This is an optimization exercise on Yosys and OpenROAD, whose aim is small area, a short achievable clock period and few clock cycles per item, not a production implementation.
Function was checked by simulation only, so behaviour that the tests miss may differ from the original.
Power and IR drop assume default switching activity.

job 4097:
// transport_receiver_connection_fsm
module transport_receiver_connection_fsm
#(
   parameter int SLOTS     = 4,
   parameter int BUF_BYTES = 4096
) (
   input  logic         clock,
   input  logic         reset,
   input  logic         req_tvalid,
   output logic         req_tready,
   input  logic [103:0] req_tdata,
   input  logic [1:0]   req_tuser,
   output logic         rsp_tvalid,
   input  logic         rsp_tready,
   output logic [95:0]  rsp_tdata,
   output logic [1:0]   rsp_tuser,
   input  logic         csr_valid,
   output logic         csr_ready,
   input  logic [2:0]   csr_index,
   input  logic [15:0]  csr_data
);
For scale: ~2,400 cells after synthesis, about 380 flip-flops, roughly 230 I/O pins.
==> flow/config.mk <==
export PLATFORM = sky130hd
export DESIGN_NAME = transport_receiver_connection_fsm
export DESIGN_NICKNAME = transport_receiver_connection_fsm
export VERILOG_FILES = /design/flow/design.v
export SDC_FILE = /design/flow/constraint.sdc
export NUM_CORES = 4
export LEC_CHECK = 0
export CAP_MARGIN = 20
export CORE_MARGIN = 2
export CORE_UTILIZATION = 40
export CTS_BUF_LIST = sky130_fd_sc_hd__clkbuf_16
export CTS_CLUSTER_DIAMETER = 100
export CTS_CLUSTER_SIZE = 24
export SETUP_SLACK_MARGIN = 4
export SLEW_MARGIN = 20
export TNS_END_PERCENT = 5
==> flow/constraint.sdc <==
create_clock -name core_clock -period 8.0 [get_ports {clock}]
set_input_delay 1.6000 -clock core_clock [delete_from_list [all_inputs] [get_ports {clock}]]
set_output_delay 1.6000 -clock core_clock [all_outputs]
set_load 0.01 [all_outputs]
standard.sh (not shown) runs the stock make flow with config.mk's settings and CLKGATE_MAP_FILE= SYNTH_SCRIPT=/design/flow/synth_recipe.tcl, a recipe that flattens the netlist after the stock synthesis.
==> flow/flow/run.sh <==
#!/bin/bash
# The standard layout (the standard.sh, unchanged synthesis and steps), except that the
# ports are buffered with the smallest buffer cell instead of the one buffer_ports picks.
# Every port still gets its own buffer. ORFS writes each step's log under orfs/logs; the
# make output of the whole run goes to standard.log here.
set -euo pipefail
export BUFFER_PORTS_ARGS="-buffer_cell sky130_fd_sc_hd__buf_1"
bash standard.sh > standard.log 2>&1
Testbench counts of job 4097, summed over its fixed seeds: cycles 4,808, items 4,800.
For job 8061, these inputs were changed with respect to job 4097:
# job 4097
export LEC_CHECK = 0
export CAP_MARGIN = 20
export CORE_MARGIN = 2
export CORE_UTILIZATION = 40
export CTS_BUF_LIST = sky130_fd_sc_hd__clkbuf_16
export CTS_CLUSTER_DIAMETER = 100
export CTS_CLUSTER_SIZE = 24
export SETUP_SLACK_MARGIN = 4
export SLEW_MARGIN = 20
export TNS_END_PERCENT = 5
create_clock -name core_clock -period 8.0 [get_ports {clock}]
# job 8061
export LEC_CHECK = 0
export CAP_MARGIN = 20
export CORE_MARGIN = 2
export CORE_UTILIZATION = 40
export SETUP_SLACK_MARGIN = 4
export SLEW_MARGIN = 20
export TNS_END_PERCENT = 5
create_clock -name core_clock -period 8.0 [get_ports {clock}]
==> flow/run.sh (new file) <==
#!/bin/bash
# synth_recipe.tcl (not shown) runs the flow's synth.tcl, then flattens the netlist and writes it again
# the make line also repeats each setting of config.mk as NAME=value (left out here)
make -C /OpenROAD-flow-scripts/flow DESIGN_CONFIG=/design/flow/config.mk WORK_HOME=/design/flow/orfs CLKGATE_MAP_FILE= SYNTH_SCRIPT=/design/flow/synth_recipe.tcl finish
removed: flow/flow/run.sh
removed: flow/standard.sh
Findings:
Compared to job 4097, job 8061 has net total in the final layout about 1.8% higher.
Job 4097 → job 8061: area growth from synthesis to layout grew by 12 points, amount of wire on met3 after detailed routing grew by about 15%.
For job 276, these inputs were changed with respect to job 8061:
# job 8061
export LEC_CHECK = 0
export CAP_MARGIN = 20
export CORE_MARGIN = 2
export CORE_UTILIZATION = 40
export SETUP_SLACK_MARGIN = 4
export SLEW_MARGIN = 20
export TNS_END_PERCENT = 5
create_clock -name core_clock -period 8.0 [get_ports {clock}]
# job 276
export LEC_CHECK = 0
export CAP_MARGIN = 20
export CORE_MARGIN = 2
export CORE_UTILIZATION = 40
export CTS_BUF_LIST = sky130_fd_sc_hd__clkbuf_16
export CTS_CLUSTER_DIAMETER = 100
export CTS_CLUSTER_SIZE = 24
export SETUP_SLACK_MARGIN = 4.2
export SLEW_MARGIN = 20
export TNS_END_PERCENT = 0
create_clock -name core_clock -period 8.0 [get_ports {clock}]
==> flow/flow/run.sh (new file) <==
#!/bin/bash
# The standard layout (the standard.sh, unchanged synthesis and steps), except that the
# ports are buffered with the smallest buffer cell instead of the one buffer_ports picks.
# Every port still gets its own buffer. ORFS writes each step's log under orfs/logs; the
# make output of the whole run goes to standard.log here.
set -euo pipefail
export BUFFER_PORTS_ARGS="-buffer_cell sky130_fd_sc_hd__buf_1"
bash standard.sh > standard.log 2>&1
==> flow/standard.sh (new file) <==
#!/bin/bash
# synth_recipe.tcl (not shown) runs the flow's synth.tcl, then flattens the netlist and writes it again
# the make line also repeats each setting of config.mk as NAME=value (left out here)
make -C /OpenROAD-flow-scripts/flow DESIGN_CONFIG=/design/flow/config.mk WORK_HOME=/design/flow/orfs CLKGATE_MAP_FILE= SYNTH_SCRIPT=/design/flow/synth_recipe.tcl "${@:-finish}"
removed: flow/run.sh
Number of cells on the critical path delta for job 276 relative to job 8061: 4 lower. In job 276 relative to job 8061, average wire per standard cell had gone down slightly. Diff job 8061 -> job 276 | number of non-clock buffers in the layout | down by a few percent. Compared with job 8061, job 276 shows measured slew at the worst slew-check pin lower by 0.047 ns. Per the comparison of job 276 with job 8061, minimum setup slack in the final design rose by 0.25 ns; worst-case setup slack after placement climbed 0.18 ns; total routed wirelength lower; post-detailed-placement cell area dropped 4.6%; wire length of the first global-routing pass went down by 3.8%.
The inputs of job 141 differ from those of job 276 as listed below.
# job 276
export LEC_CHECK = 0
export CAP_MARGIN = 20
export CORE_MARGIN = 2
export CORE_UTILIZATION = 40
export CTS_BUF_LIST = sky130_fd_sc_hd__clkbuf_16
export CTS_CLUSTER_DIAMETER = 100
export CTS_CLUSTER_SIZE = 24
export SETUP_SLACK_MARGIN = 4.2
export SLEW_MARGIN = 20
export TNS_END_PERCENT = 0
create_clock -name core_clock -period 8.0 [get_ports {clock}]
# job 141
export LEC_CHECK = 0
export CAP_MARGIN = 20
export CORE_MARGIN = 2
export CORE_UTILIZATION = 40
export CTS_BUF_LIST = sky130_fd_sc_hd__clkbuf_16
export CTS_CLUSTER_DIAMETER = 100
export CTS_CLUSTER_SIZE = 24
export GPL_ROUTABILITY_DRIVEN = 0
export SETUP_SLACK_MARGIN = 4.2
export SLEW_MARGIN = 20
export TNS_END_PERCENT = 0
create_clock -name core_clock -period 8.0 [get_ports {clock}]
==> comparison <==
Job 141 vs. job 276: synthesized cell count saw little to no change; proportion of power drawn by combinational gates decreased 1.5 points; x dimension of the die stayed essentially flat; final cell count without fillers down about 0.5%. Route | job 141 vs job 276 | wire shorter in job 141. Job 141 vs. job 276: latest clock arrival within the worst-skew pair shows an increase of 0.02 ns; setup slack shows a reduction of 0.040 ns; first-pass GRT wire length shows a reduction of 2.1%.
Changes in job 5317 relative to job 141:
# job 141
export LEC_CHECK = 0
export CAP_MARGIN = 20
export CORE_MARGIN = 2
export CORE_UTILIZATION = 40
export CTS_BUF_LIST = sky130_fd_sc_hd__clkbuf_16
export CTS_CLUSTER_DIAMETER = 100
export CTS_CLUSTER_SIZE = 24
export GPL_ROUTABILITY_DRIVEN = 0
export SETUP_SLACK_MARGIN = 4.2
export SLEW_MARGIN = 20
export TNS_END_PERCENT = 0
create_clock -name core_clock -period 8.0 [get_ports {clock}]
# job 5317
export LEC_CHECK = 0
export CAP_MARGIN = 20
export CORE_MARGIN = 2
export CORE_UTILIZATION = 40
export SETUP_SLACK_MARGIN = 4
export SLEW_MARGIN = 20
export TNS_END_PERCENT = 5
create_clock -name core_clock -period 8.0 [get_ports {clock}]
Notes after the runs:
Of job 141 and job 5317, the run reporting the lower combinational cell fraction of total power was job 5317.
Across both runs, critical path buffer and inverter count was higher for job 5317 than for job 141.
Shortest clock period the worst path allows after layout delta for job 5317 relative to job 141: 0.10 ns higher
| utilization of the core after routing | higher: job 5317 |
Per the comparison of job 5317 with job 141, total number of H-tree levels went up 1, relative slew slack shows a reduction of 0.69 points, data required time of the critical path closely matched the old numbers.
Per the comparison of job 5317 with job 141, I/O pin count neither gained nor lost much; final instance area moved up; setup slack went down by 0.10 ns.
> inputs changed (job 5317 -> job 3133)
# job 5317
export LEC_CHECK = 0
export CAP_MARGIN = 20
export CORE_MARGIN = 2
export CORE_UTILIZATION = 40
export SETUP_SLACK_MARGIN = 4
export SLEW_MARGIN = 20
export TNS_END_PERCENT = 5
create_clock -name core_clock -period 8.0 [get_ports {clock}]
# job 3133
export LEC_CHECK = 0
export CAP_MARGIN = 20
export CORE_MARGIN = 2
export CORE_UTILIZATION = 40
export CTS_BUF_LIST = sky130_fd_sc_hd__clkbuf_16
export CTS_CLUSTER_DIAMETER = 100
export CTS_CLUSTER_SIZE = 24
export PLACE_DENSITY = 0.7
export SETUP_SLACK_MARGIN = 4
export SLEW_MARGIN = 20
export TNS_END_PERCENT = 5
create_clock -name core_clock -period 8.0 [get_ports {clock}]
[summary]
- Termination of the worst setup path = seq_ff[0][28]$_DFFE_PP_: job 3133; termination of the worst setup path = used_ff[3][9]$_SDFFCE_PN0P_: job 5317
- DRC violation total after the first TritonRoute iteration of job 3133 exceeds that of job 5317 by more than 10%.
- Between job 5317 and job 3133, fraction of power spent switching nets increased.
- Critical path depth: job 5317 and job 3133 compared, higher one is job 5317
- Post-detailed-routing wire length went down by a few percent going from job 5317 to job 3133.
- Measured against each other, job 5317 and job 3133 differ in shortest period the worst path allows, the lower figure coming from job 5317.
- Post-route clock period utilization was lower in the run labelled job 5317.
- Area used by multi-input combinational logic down 0.32% in job 3133 wrt job 5317
- Going from job 5317 to job 3133, the final core utilization was found to have gone down by 1.5 points.
- Taking job 5317 as the reference, in job 3133 final-layout non-clock buffer area share lower, setup slack moved down.

[separate check: timing with driven ports]
The flow's constraints put no driver on any port. The routed layouts listed below were extracted and timed again, unchanged, in two steps.
Step 1 (the two cells are an assumption about what drives the block):
set clk [get_ports {clock}]
set_driving_cell -lib_cell sky130_fd_sc_hd__clkbuf_16 $clk
set_driving_cell -lib_cell sky130_fd_sc_hd__buf_2 [delete_from_list [all_inputs] $clk]
Step 2 times the ports against the registers' clock, not the clock port: input delays grow and output delays shrink by t, the midpoint of the rising clock arrivals with the driver on.
Three values: no drivers, after step 1, after step 2; two values: the first two.
run	t, ns	setup WS [ns]	worst slew at a driven data input, ns
job 4097	0.643	3.974 / 3.968 / 3.335	0.12
job 8061	0.653	3.852 / 3.839 / 3.241	0.12
job 276	0.635	4.104 / 4.056 / 3.519	0.13
job 141	0.655	4.064 / 4.067 / 3.413	0.12
job 5317	0.641	3.964 / 3.950 / 3.342	0.12
job 3133	0.636	3.784 / 3.815 / 3.179	0.14
After both steps setup and hold are still met in every run listed. For job 141, which loses most, drivers alone change the setup slack by +0.003 ns; drivers and shift together by -0.651 ns.
